Background: an optimization exercise with open tools, aiming at small area and few clock cycles per item. Do not read the settings as production practice.
Function was checked by simulation only, so behaviour that the tests miss may differ from the original.
Power figures rest on the tool's default switching activity, not on a simulated workload.

xenon:
==> module diffusion_core, before the edit <==
module diffusion_core (
  input  dither_pkg::gray_t        gray,
  input  wire                      first_col,   
  input  wire                      first_row,   
  input  wire signed [7:0]         right_in,    
  input  wire signed [7:0]         down_in,     
  input  dither_pkg::gray_t        threshold,
  output logic                     dot,
  output logic signed [7:0]        right_out,
  output logic signed [7:0]        down_out
);
  logic signed [9:0] carry_term;
  logic signed [9:0] up_term;
  logic signed [9:0] sum;
  assign carry_term = first_col ? 10'sd0 : 10'(right_in);
  assign up_term    = first_row ? 10'sd0 : 10'(down_in);
  assign sum = $signed({2'b00, gray}) + carry_term + up_term;
  assign dot = !sum[9] && (sum[8] || (sum[7:0] >= threshold));
  logic [7:0] half0;  
  logic [7:0] half1;  
  logic [7:0] half2;  
  assign half0 = sum[8:1];
  assign half1 = sum[8:1] + 8'(sum[0]);
  assign half2 = sum[8:1] + 8'd1;
  assign right_out = dot ? (half1 ^ 8'h80) : half0;
  assign down_out  = dot ? (half2 ^ 8'h80) : half1;
endmodule
clock: 12.0 ns
lec_check: 0
cap_margin: 20
core_margin: 2
core_utilization: 70
place_density: 0.8
slew_margin: 20
standard.sh (not shown) runs the stock make flow with config.mk's settings and CLKGATE_MAP_FILE= SYNTH_SCRIPT=/design/flow/synth_recipe.tcl, a recipe that flattens the netlist after the stock synthesis.
==> flow/flow/run.sh <==
#!/bin/bash
# Standard layout, with the clock tree built without dummy loads and the
# ports buffered with the smallest buffer.
set -euo pipefail
bash standard.sh \
  'CTS_ARGS=-sink_clustering_enable -repair_clock_nets -sink_clustering_size 20 -sink_clustering_max_diameter 50 -buf_list sky130_fd_sc_hd__clkbuf_8 -dont_use_dummy_load' \
  'BUFFER_PORTS_ARGS=-buffer_cell sky130_fd_sc_hd__buf_1' \
  finish > standard_flow.log 2>&1
Testbench counts of xenon, summed over its fixed seeds: cycles 460,806, items 460,800.
Setup changes, xenon to cedar
-- flow/design.v --
<<< xenon, line 131
  logic signed [9:0] up_term;
  logic signed [9:0] sum;
  assign carry_term = first_col ? 10'sd0 : 10'(right_in);
  assign up_term    = first_row ? 10'sd0 : 10'(down_in);
  assign sum = $signed({2'b00, gray}) + carry_term + up_term;
  assign dot = !sum[9] && (sum[8] || (sum[7:0] >= threshold));
  logic [7:0] half0;  
  logic [7:0] half1;  
  logic [7:0] half2;  
  assign half0 = sum[8:1];
  assign half1 = sum[8:1] + 8'(sum[0]);
  assign half2 = sum[8:1] + 8'd1;
  assign right_out = dot ? (half1 ^ 8'h80) : half0;
  assign down_out  = dot ? (half2 ^ 8'h80) : half1;
endmodule
`default_nettype wire
>>> cedar, line 131
  logic signed [9:0] up_term;
  logic signed [9:0] sum;
  logic        [9:0] sum_dot;  
  assign carry_term = first_col ? 10'sd0 : 10'(right_in);
  assign up_term    = first_row ? 10'sd0 : 10'(down_in);
  assign sum = $signed({2'b00, gray}) + carry_term + up_term;
  assign dot = !sum[9] && (sum[8] || (sum[7:0] >= threshold));
  assign sum_dot = sum + 10'(dot);
  assign right_out = {sum_dot[8] ^ dot, sum_dot[7:1]};
  assign down_out  = right_out + 8'(sum_dot[0]);
endmodule
`default_nettype wire
cedar vs xenon: internal power down in cedar
Top layer reached by signal wires = met4: xenon; top layer reached by signal wires = met5: cedar
Power: cedar draws less than xenon
cedar vs xenon on routability-driven placement congestion ratio: cedar is the higher one.
Diff xenon -> cedar | design area | up slightly
The part of the total power dissipated in sequential elements number comes out higher for xenon vs cedar.
In the tables for cedar and xenon, combinational gate power reads lower with cedar.
Compared with xenon, cedar shows sum of met2 wire segment lengths after detailed routing lower by about 1%.
A last element of the critical path of err_buf.g_ring[1].ring[4] is what xenon shows, while err_buf.g_ring[3].ring[5] belongs to cedar.
Looking at launching instance or port of the critical path, the in_pixel[6] result is from cedar; the in_pixel[11] one comes from xenon.
xenon → cedar: worst setup slack has decreased; initial antenna violation count shows an increase of 2; combined global-route utilization of all metal layers roughly the same.
Lower number of clock buffer instances in the layout was reported by cedar, not xenon.
Between cedar and xenon, share of the clock period used by the worst path after layout is higher for cedar, xenon comes in under that.
Testbench counts of cedar, summed over its fixed seeds: cycles 460,806, items 460,800.

========
dither_top, a different RTL version from the one above (not shown whole).
For scale: roughly 3100 cells after synthesis, roughly 2600 flip-flops, ~0.056 mm2 of cells after synthesis.
==> module diffusion_core, before the edit <==
module diffusion_core (
  input  dither_pkg::gray_t        gray,
  input  wire                      first_col,   
  input  wire                      first_row,   
  input  wire signed [7:0]         right_in,    
  input  wire signed [7:0]         down_in,     
  input  dither_pkg::gray_t        threshold,
  output logic                     dot,
  output logic signed [7:0]        right_out,
  output logic signed [7:0]        down_out
);
  logic signed [9:0] carry_term;
  logic signed [9:0] up_term;
  logic signed [9:0] sum;
  logic signed [8:0] err;
  assign carry_term = first_col ? 10'sd0 : 10'(right_in);
  assign up_term    = first_row ? 10'sd0 : 10'(down_in);
  assign sum = $signed({2'b00, gray}) + carry_term + up_term;
  assign dot = (sum >= $signed({2'b00, threshold}));
  assign err = dot ? 9'(sum - 10'sd255) : 9'(sum);
  assign right_out = 8'(err >>> 1);
  assign down_out  = 8'((err + 9'sd1) >>> 1);
endmodule
==> module dither_top, before the edit <==
module dither_top #(
  parameter int line_width = 320
) (
  input  wire            clk_pixel,
  input  wire            rst_n,
  input  wire            in_valid,
  output logic           in_ready,
  input  dither_pkg::rgb565_t        in_pixel,
  input  dither_pkg::hcount_t        in_hcount,
  input  dither_pkg::vcount_t        in_vcount,
  input  dither_pkg::gray_sel_t      gray_sel,   
  input  dither_pkg::gray_t          threshold,  
  output logic           out_valid,
  input  wire            out_ready,
  output logic           out_dot,
  output dither_pkg::gray_t          out_gray,
  output dither_pkg::hcount_t        out_hcount,
  output dither_pkg::vcount_t        out_vcount
);
  localparam int ring_len = 64;  
  localparam int phase_w  = $clog2(ring_len);
  localparam int sel_w    = $clog2(line_width / ring_len);
  logic               stage_ready;
  logic               phase_ok;
  logic               accept;
  logic [phase_w-1:0] idle_phase;  
  logic               started;     
  dither_pkg::gray_t  gray;
  logic               dot;
  logic signed [7:0]  right_carry;
  logic signed [7:0]  right_share;
  logic signed [7:0]  down_share;
  logic signed [7:0]  up_share;
  dither_pkg::dot_beat_t beat_in;
  dither_pkg::dot_beat_t beat_out;
  assign phase_ok = (idle_phase == '0);
  assign in_ready = stage_ready && phase_ok;
  assign accept   = in_valid && in_ready;
  always_ff @(posedge clk_pixel or negedge rst_n) begin
    if (!rst_n) begin
      idle_phase <= '0;
      started    <= 1'b0;
    end else begin
      if (accept) begin
        started <= 1'b1;
      end
      if (!accept && started) begin
        idle_phase <= idle_phase + 1'b1;
      end
    end
  end
  gray_convert gray_conv (
    .in_pixel(in_pixel),
    .gray_sel(gray_sel),
    .gray(gray)
  );
  error_line_buffer #(
    .line_width(line_width),
    .ring_len(ring_len),
    .share_w(8)
  ) err_buf (
    .clk_pixel(clk_pixel),
    .ring_sel(in_hcount[phase_w +: sel_w]),
    .rd_share(up_share),
    .wr_en(accept),
    .wr_share(down_share)
  );
  diffusion_core diffuse (
    .gray(gray),
    .first_col(in_hcount == '0),
    .first_row(in_vcount == '0),
    .right_in(right_carry),
    .down_in(up_share),
    .threshold(threshold),
    .dot(dot),
    .right_out(right_share),
    .down_out(down_share)
  );
  always_ff @(posedge clk_pixel) begin
    if (accept) begin
      right_carry <= right_share;
    end
  end
  always_comb begin
    beat_in.dot    = dot;
    beat_in.gray   = gray;
    beat_in.hcount = in_hcount;
    beat_in.vcount = in_vcount;
  end
  pipe_stage #(
    .width(1 + 8 + 11 + 10)
  ) dot_stage (
    .clk_pixel(clk_pixel),
    .rst_n(rst_n),
    .in_valid(in_valid && phase_ok),
    .in_ready(stage_ready),
    .in_data(beat_in),
    .out_valid(out_valid),
    .out_ready(out_ready),
    .out_data(beat_out)
  );
  assign out_dot    = beat_out.dot;
  assign out_gray   = beat_out.gray;
  assign out_hcount = beat_out.hcount;
  assign out_vcount = beat_out.vcount;
endmodule
==> flow/config.mk <==
export PLATFORM = sky130hd
export DESIGN_NAME = dither_top
export DESIGN_NICKNAME = dither_top
export VERILOG_FILES = /design/flow/design.v
export SDC_FILE = /design/flow/constraint.sdc
export NUM_CORES = 4
export LEC_CHECK = 0
export CAP_MARGIN = 20
export CORE_MARGIN = 2
export CORE_UTILIZATION = 60
export PLACE_DENSITY = 0.7
export SLEW_MARGIN = 20
==> flow/constraint.sdc <==
create_clock -name core_clock -period 12.0 [get_ports {clk_pixel}]
set_input_delay 2.4000 -clock core_clock [delete_from_list [all_inputs] [get_ports {clk_pixel}]]
set_output_delay 2.4000 -clock core_clock [all_outputs]
set_load 0.01 [all_outputs]
==> flow/flow/run.sh <==
#!/bin/bash
# Standard layout, with the clock tree built without dummy loads and the
# ports buffered with the smallest buffer.
set -euo pipefail
bash standard.sh \
  'CTS_ARGS=-sink_clustering_enable -repair_clock_nets -sink_clustering_size 20 -sink_clustering_max_diameter 60 -buf_list sky130_fd_sc_hd__clkbuf_8 -dont_use_dummy_load' \
  'BUFFER_PORTS_ARGS=-buffer_cell sky130_fd_sc_hd__buf_1' \
  finish > standard_flow.log 2>&1
Testbench counts at the start, summed over its fixed seeds: cycles 460,806, items 460,800.
Rerun with:
--- a/flow/design.v
+++ b/flow/design.v
@@ -131,12 +131,12 @@
   logic signed [9:0] up_term;
   logic signed [9:0] sum;
-  logic signed [8:0] err;
+  logic        [9:0] sum_dot;  
   assign carry_term = first_col ? 10'sd0 : 10'(right_in);
   assign up_term    = first_row ? 10'sd0 : 10'(down_in);
   assign sum = $signed({2'b00, gray}) + carry_term + up_term;
-  assign dot = (sum >= $signed({2'b00, threshold}));
-  assign err = dot ? 9'(sum - 10'sd255) : 9'(sum);
-  assign right_out = 8'(err >>> 1);
-  assign down_out  = 8'((err + 9'sd1) >>> 1);
+  assign dot = !sum[9] && (sum[8] || (sum[7:0] >= threshold));
+  assign sum_dot = sum + 10'(dot);
+  assign right_out = {sum_dot[8] ^ dot, sum_dot[7:1]};
+  assign down_out  = right_out + 8'(sum_dot[0]);
 endmodule
 `default_nettype wire
@@ -162,5 +162,5 @@
   output dither_pkg::vcount_t        out_vcount
 );
-  localparam int ring_len = 64;  
+  localparam int ring_len = 32;  
   localparam int phase_w  = $clog2(ring_len);
   localparam int sel_w    = $clog2(line_width / ring_len);
=> Hold slack improved by 0.012 ns; first-iteration DRC count is higher by 32%; final cell count is higher by 1.8%; design area is higher by 1.4%; power is higher by 0.83%; sequential power stays flat; combinational power is higher by about 10%; clock-buffer cell count is lower by 1; routed wire length is higher by 11%; clock power barely changes; register-to-register slack got worse by 0.49 ns.
Testbench counts after the change, summed over its fixed seeds: cycles 460,806, items 460,800.

==> separate check: timing with driven ports <==
How much do the figures lean on ideal ports? The routed layouts below were timed once more, with nothing changed but the port constraints. Step 1 sets driving cells, clkbuf_16 on the clock port and buf_2 on the other inputs (assumed; they add their load-dependent delay and slew). Step 2 also shifts input and output timing later by t, the mid clock arrival at the registers, as if the neighbouring blocks saw the same clock. Slacks: ideal ports / drivers / drivers and shift; pairs: ideal ports / drivers.
run	t (ns)	slack for setup (ns)	worst data-port slew with drivers (ns)
xenon	0.827	1.712 / 1.719 / 0.892	0.07
cedar	0.842	0.805 / 0.834 / -0.008	0.11
the first run of note 2	0.837	1.132 / 1.164 / 0.327	0.06
the second run of note 2	0.852	0.733 / 0.772 / -0.080	0.16
With both steps, setup timing fails in cedar and the second run of note 2, where it was met with ideal ports. The setup slack of xenon, which loses most, moves by +0.007 ns with the drivers and by -0.820 ns with both steps.
